This design comes from an exercise in tuning for small area on the open sky130 flow, not from production work. Function was checked by simulation only, so behaviour that the tests miss may differ from the original. No driver is modelled on the clock port, so clocking that relies on it looks cheaper here than on a real chip.

## segmental_snr_meter
module segmental_snr_meter
#(
	parameter int MAX_FRAME_LENGTH = 4096
) (
	input  logic        clk,
	input  logic        arst_n,
	input  logic        s_axis_tvalid,
	output logic        s_axis_tready,
	input  logic [31:0] s_axis_tdata,   
	input  logic        s_axis_tlast,
	output logic        m_axis_tvalid,
	input  logic        m_axis_tready,
	output logic [31:0] m_axis_tdata,   
	output logic [1:0]  m_axis_tuser,   
	input  logic        cfg_valid,
	output logic        cfg_ready,
	input  logic [12:0] cfg_data
);
For scale: roughly 88 I/O pins, about 0.025 mm^2 of cells after synthesis.
clock: 15.0 ns
lec_check: 0
cap_margin: 5
core_margin: 2
core_utilization: 40
cts_cluster_diameter: 120
cts_cluster_size: 26
slew_margin: 5
standard.sh (not shown) runs the stock make flow with config.mk's settings and CLKGATE_MAP_FILE= SYNTH_SCRIPT=/design/flow/synth_recipe.tcl, a recipe that flattens the netlist after the stock synthesis.
==> flow/flow/run.sh <==
#!/bin/bash
set -o pipefail
export BUFFER_PORTS_ARGS="-buffer_cell sky130_fd_sc_hd__buf_1"
bash standard.sh finish > standard.log 2>&1
status=$?
tail -n 40 standard.log
exit $status
Then changed:
--- a/flow/config.mk
+++ b/flow/config.mk
@@ -6,8 +6,8 @@
 export NUM_CORES = 4
 export LEC_CHECK = 0
-export CAP_MARGIN = 5
+export CAP_MARGIN = 20
 export CORE_MARGIN = 2
-export CORE_UTILIZATION = 40
+export CORE_UTILIZATION = 60
 export CTS_CLUSTER_DIAMETER = 120
 export CTS_CLUSTER_SIZE = 26
-export SLEW_MARGIN = 5
+export SLEW_MARGIN = 20
The new run produced a clean layout.
Global-route usage rises by 12 points.
Clock skew hardly moves.
Utilization rises by 21 points.
Hold slack barely changes.
Sequential share of layout area climbs by 0.58 points.
Die area shrinks by about 33%.
Clock-buffer cell count is higher by 2.

## job 8504
segmental_snr_meter again, from the RTL that the note above started with.
## segmental_snr_meter
module segmental_snr_meter
#(
	parameter int MAX_FRAME_LENGTH = 4096
) (
	input  logic        clk,
	input  logic        arst_n,
	input  logic        s_axis_tvalid,
	output logic        s_axis_tready,
	input  logic [31:0] s_axis_tdata,   
	input  logic        s_axis_tlast,
	output logic        m_axis_tvalid,
	input  logic        m_axis_tready,
	output logic [31:0] m_axis_tdata,   
	output logic [1:0]  m_axis_tuser,   
	input  logic        cfg_valid,
	output logic        cfg_ready,
	input  logic [12:0] cfg_data
);
==> flow/config.mk <==
export PLATFORM = sky130hd
export DESIGN_NAME = segmental_snr_meter
export DESIGN_NICKNAME = segmental_snr_meter
export VERILOG_FILES = /design/flow/design.v
export SDC_FILE = /design/flow/constraint.sdc
export NUM_CORES = 4
export LEC_CHECK = 0
export CAP_MARGIN = 20
export CORE_MARGIN = 2
export CORE_UTILIZATION = 40
export CTS_CLUSTER_DIAMETER = 120
export CTS_CLUSTER_SIZE = 26
export SLEW_MARGIN = 20
==> flow/constraint.sdc <==
create_clock -name core_clock -period 15.0 [get_ports {clk}]
set_input_delay 3.0000 -clock core_clock [delete_from_list [all_inputs] [get_ports {clk}]]
set_output_delay 3.0000 -clock core_clock [all_outputs]
set_load 0.01 [all_outputs]
==> flow/flow/run.sh <==
#!/bin/bash
set -o pipefail
export BUFFER_PORTS_ARGS="-buffer_cell sky130_fd_sc_hd__buf_1"
export POST_CTS_TCL="$(pwd)/flow/recover.tcl"
bash standard.sh finish > standard.log 2>&1
status=$?
tail -n 40 standard.log
exit $status
==> flow/flow/recover.tcl <==
# POST_CTS hook: after clock tree synthesis and its timing repair, downsize cells on
# paths that keep positive setup slack (OpenROAD's power recovery), then legalize.
estimate_parasitics -placement
repair_timing -recover_power 100 -setup_margin 0.3 -verbose
detailed_placement
check_placement -verbose
estimate_parasitics -placement
Setup changes, job 8504 to job 1523
Settings: CTS_CLUSTER_SIZE removed (was 26); CTS_CLUSTER_DIAMETER removed (was 120).
==> flow/run.sh (new file) <==
#!/bin/bash
# synth_recipe.tcl (not shown) runs the flow's synth.tcl, then flattens the netlist and writes it again
# the make line also repeats each setting of config.mk as NAME=value (left out here)
make -C /OpenROAD-flow-scripts/flow DESIGN_CONFIG=/design/flow/config.mk WORK_HOME=/design/flow/orfs CLKGATE_MAP_FILE= SYNTH_SCRIPT=/design/flow/synth_recipe.tcl finish
removed: flow/flow/run.sh
removed: flow/flow/recover.tcl
removed: flow/standard.sh
==> comparison <==
- Job 1523 vs job 8504 on largest driver fanout on the critical path: job 1523 is the higher one.
- Compared with job 8504, job 1523 shows worst-margin pin slew lower by 0.040 ns.
- Job 8504 -> job 1523: x dimension of the die delta 0, exact match
Modified inputs, job 6869 compared to job 1523
Settings: setting CTS_BUF_LIST to sky130_fd_sc_hd__clkbuf_8 for the first time.
==> comparison <==
- On post-synthesis to final-layout area growth, job 1523 tracks job 6869 almost exactly.
- Comparing job 6869 with job 1523, the data-path buffer share of cell area in the final layout came out essentially unchanged.
- Looking at job 1523 and job 6869, the final standard cell utilization of the core is a wash.
- Looking at number of global-route vias before repair, job 6869 sits about 1% above job 1523.
- The global-route usage reported for job 6869 is greater than that of job 1523 by 0.16 points.
- Delta(setup slack, job 6869 - job 1523) > 0
- Via count: job 6869 vs job 1523 up 120
- Job 6869 vs. job 1523: global routing usage on met2 increased 0.17 points, highest attainable clock frequency now sits higher.
What job 7821 does differently from job 6869 at the input level:
Settings: CTS_CLUSTER_DIAMETER: unset -> 120; CTS_BUF_LIST: sky130_fd_sc_hd__clkbuf_8 -> unset; CTS_CLUSTER_SIZE: unset -> 26.
==> flow/flow/run.sh (new file) <==
#!/bin/bash
set -o pipefail
export BUFFER_PORTS_ARGS="-buffer_cell sky130_fd_sc_hd__buf_1"
bash standard.sh finish > standard.log 2>&1
status=$?
tail -n 40 standard.log
exit $status
==> flow/standard.sh (new file) <==
#!/bin/bash
# synth_recipe.tcl (not shown) runs the flow's synth.tcl, then flattens the netlist and writes it again
# the make line also repeats each setting of config.mk as NAME=value (left out here)
make -C /OpenROAD-flow-scripts/flow DESIGN_CONFIG=/design/flow/config.mk WORK_HOME=/design/flow/orfs CLKGATE_MAP_FILE= SYNTH_SCRIPT=/design/flow/synth_recipe.tcl "${@:-finish}"
removed: flow/run.sh
Results
Between job 7821 and job 6869, the difference in post-synthesis adder-cell area fraction is negligible. Comparing job 7821 and job 6869, the lower global routing met2 resource utilization is on job 7821. Relative to job 6869, final clock period utilization by the worst path increased by 0.34 points in job 7821.

static timing again, ports no longer ideal:
Ports are ideal in the flow. The routed layouts listed here were re-timed in OpenROAD.
Step 1 assumes that a clkbuf_16 drives the clock port and a buf_2 every other input.
Step 2 adds t to the input delays and takes it off the output delays; t is the mean of the earliest and latest rising clock arrival at the registers after step 1. Input paths then give back, and output paths get back, about the clock's delay inside the block.
Slacks: no drivers / after step 1 / after step 2; pairs: no drivers / after step 1.
| run | t (ns) | slack for setup (ns) | worst setup path at the end | worst slew at a driven data input, ns | pins driven straight from the clock port |
|---|---|---|---|---|---|
| the first run of note 1 | 0.601 | 0.895 / 0.895 / 0.895 | register to register | 0.06 | 1 |
| the second run of note 1 | 0.611 | 1.112 / 1.112 / 1.112 | register to register | 0.04 | 1 |
| job 8504 | 0.611 | 0.972 / 0.972 / 0.972 | register to register | 0.06 | 1 |
| job 1523 | 0.645 | 0.820 / 0.820 / 0.820 | register to register | 0.06 | 1 |
| job 6869 | 0.704 | 0.890 / 0.890 / 0.890 | register to register | 0.06 | 1 |
| job 7821 | 0.611 | 0.840 / 0.840 / 0.840 | register to register | 0.06 | 1 |
After both steps every run listed still meets setup and hold.
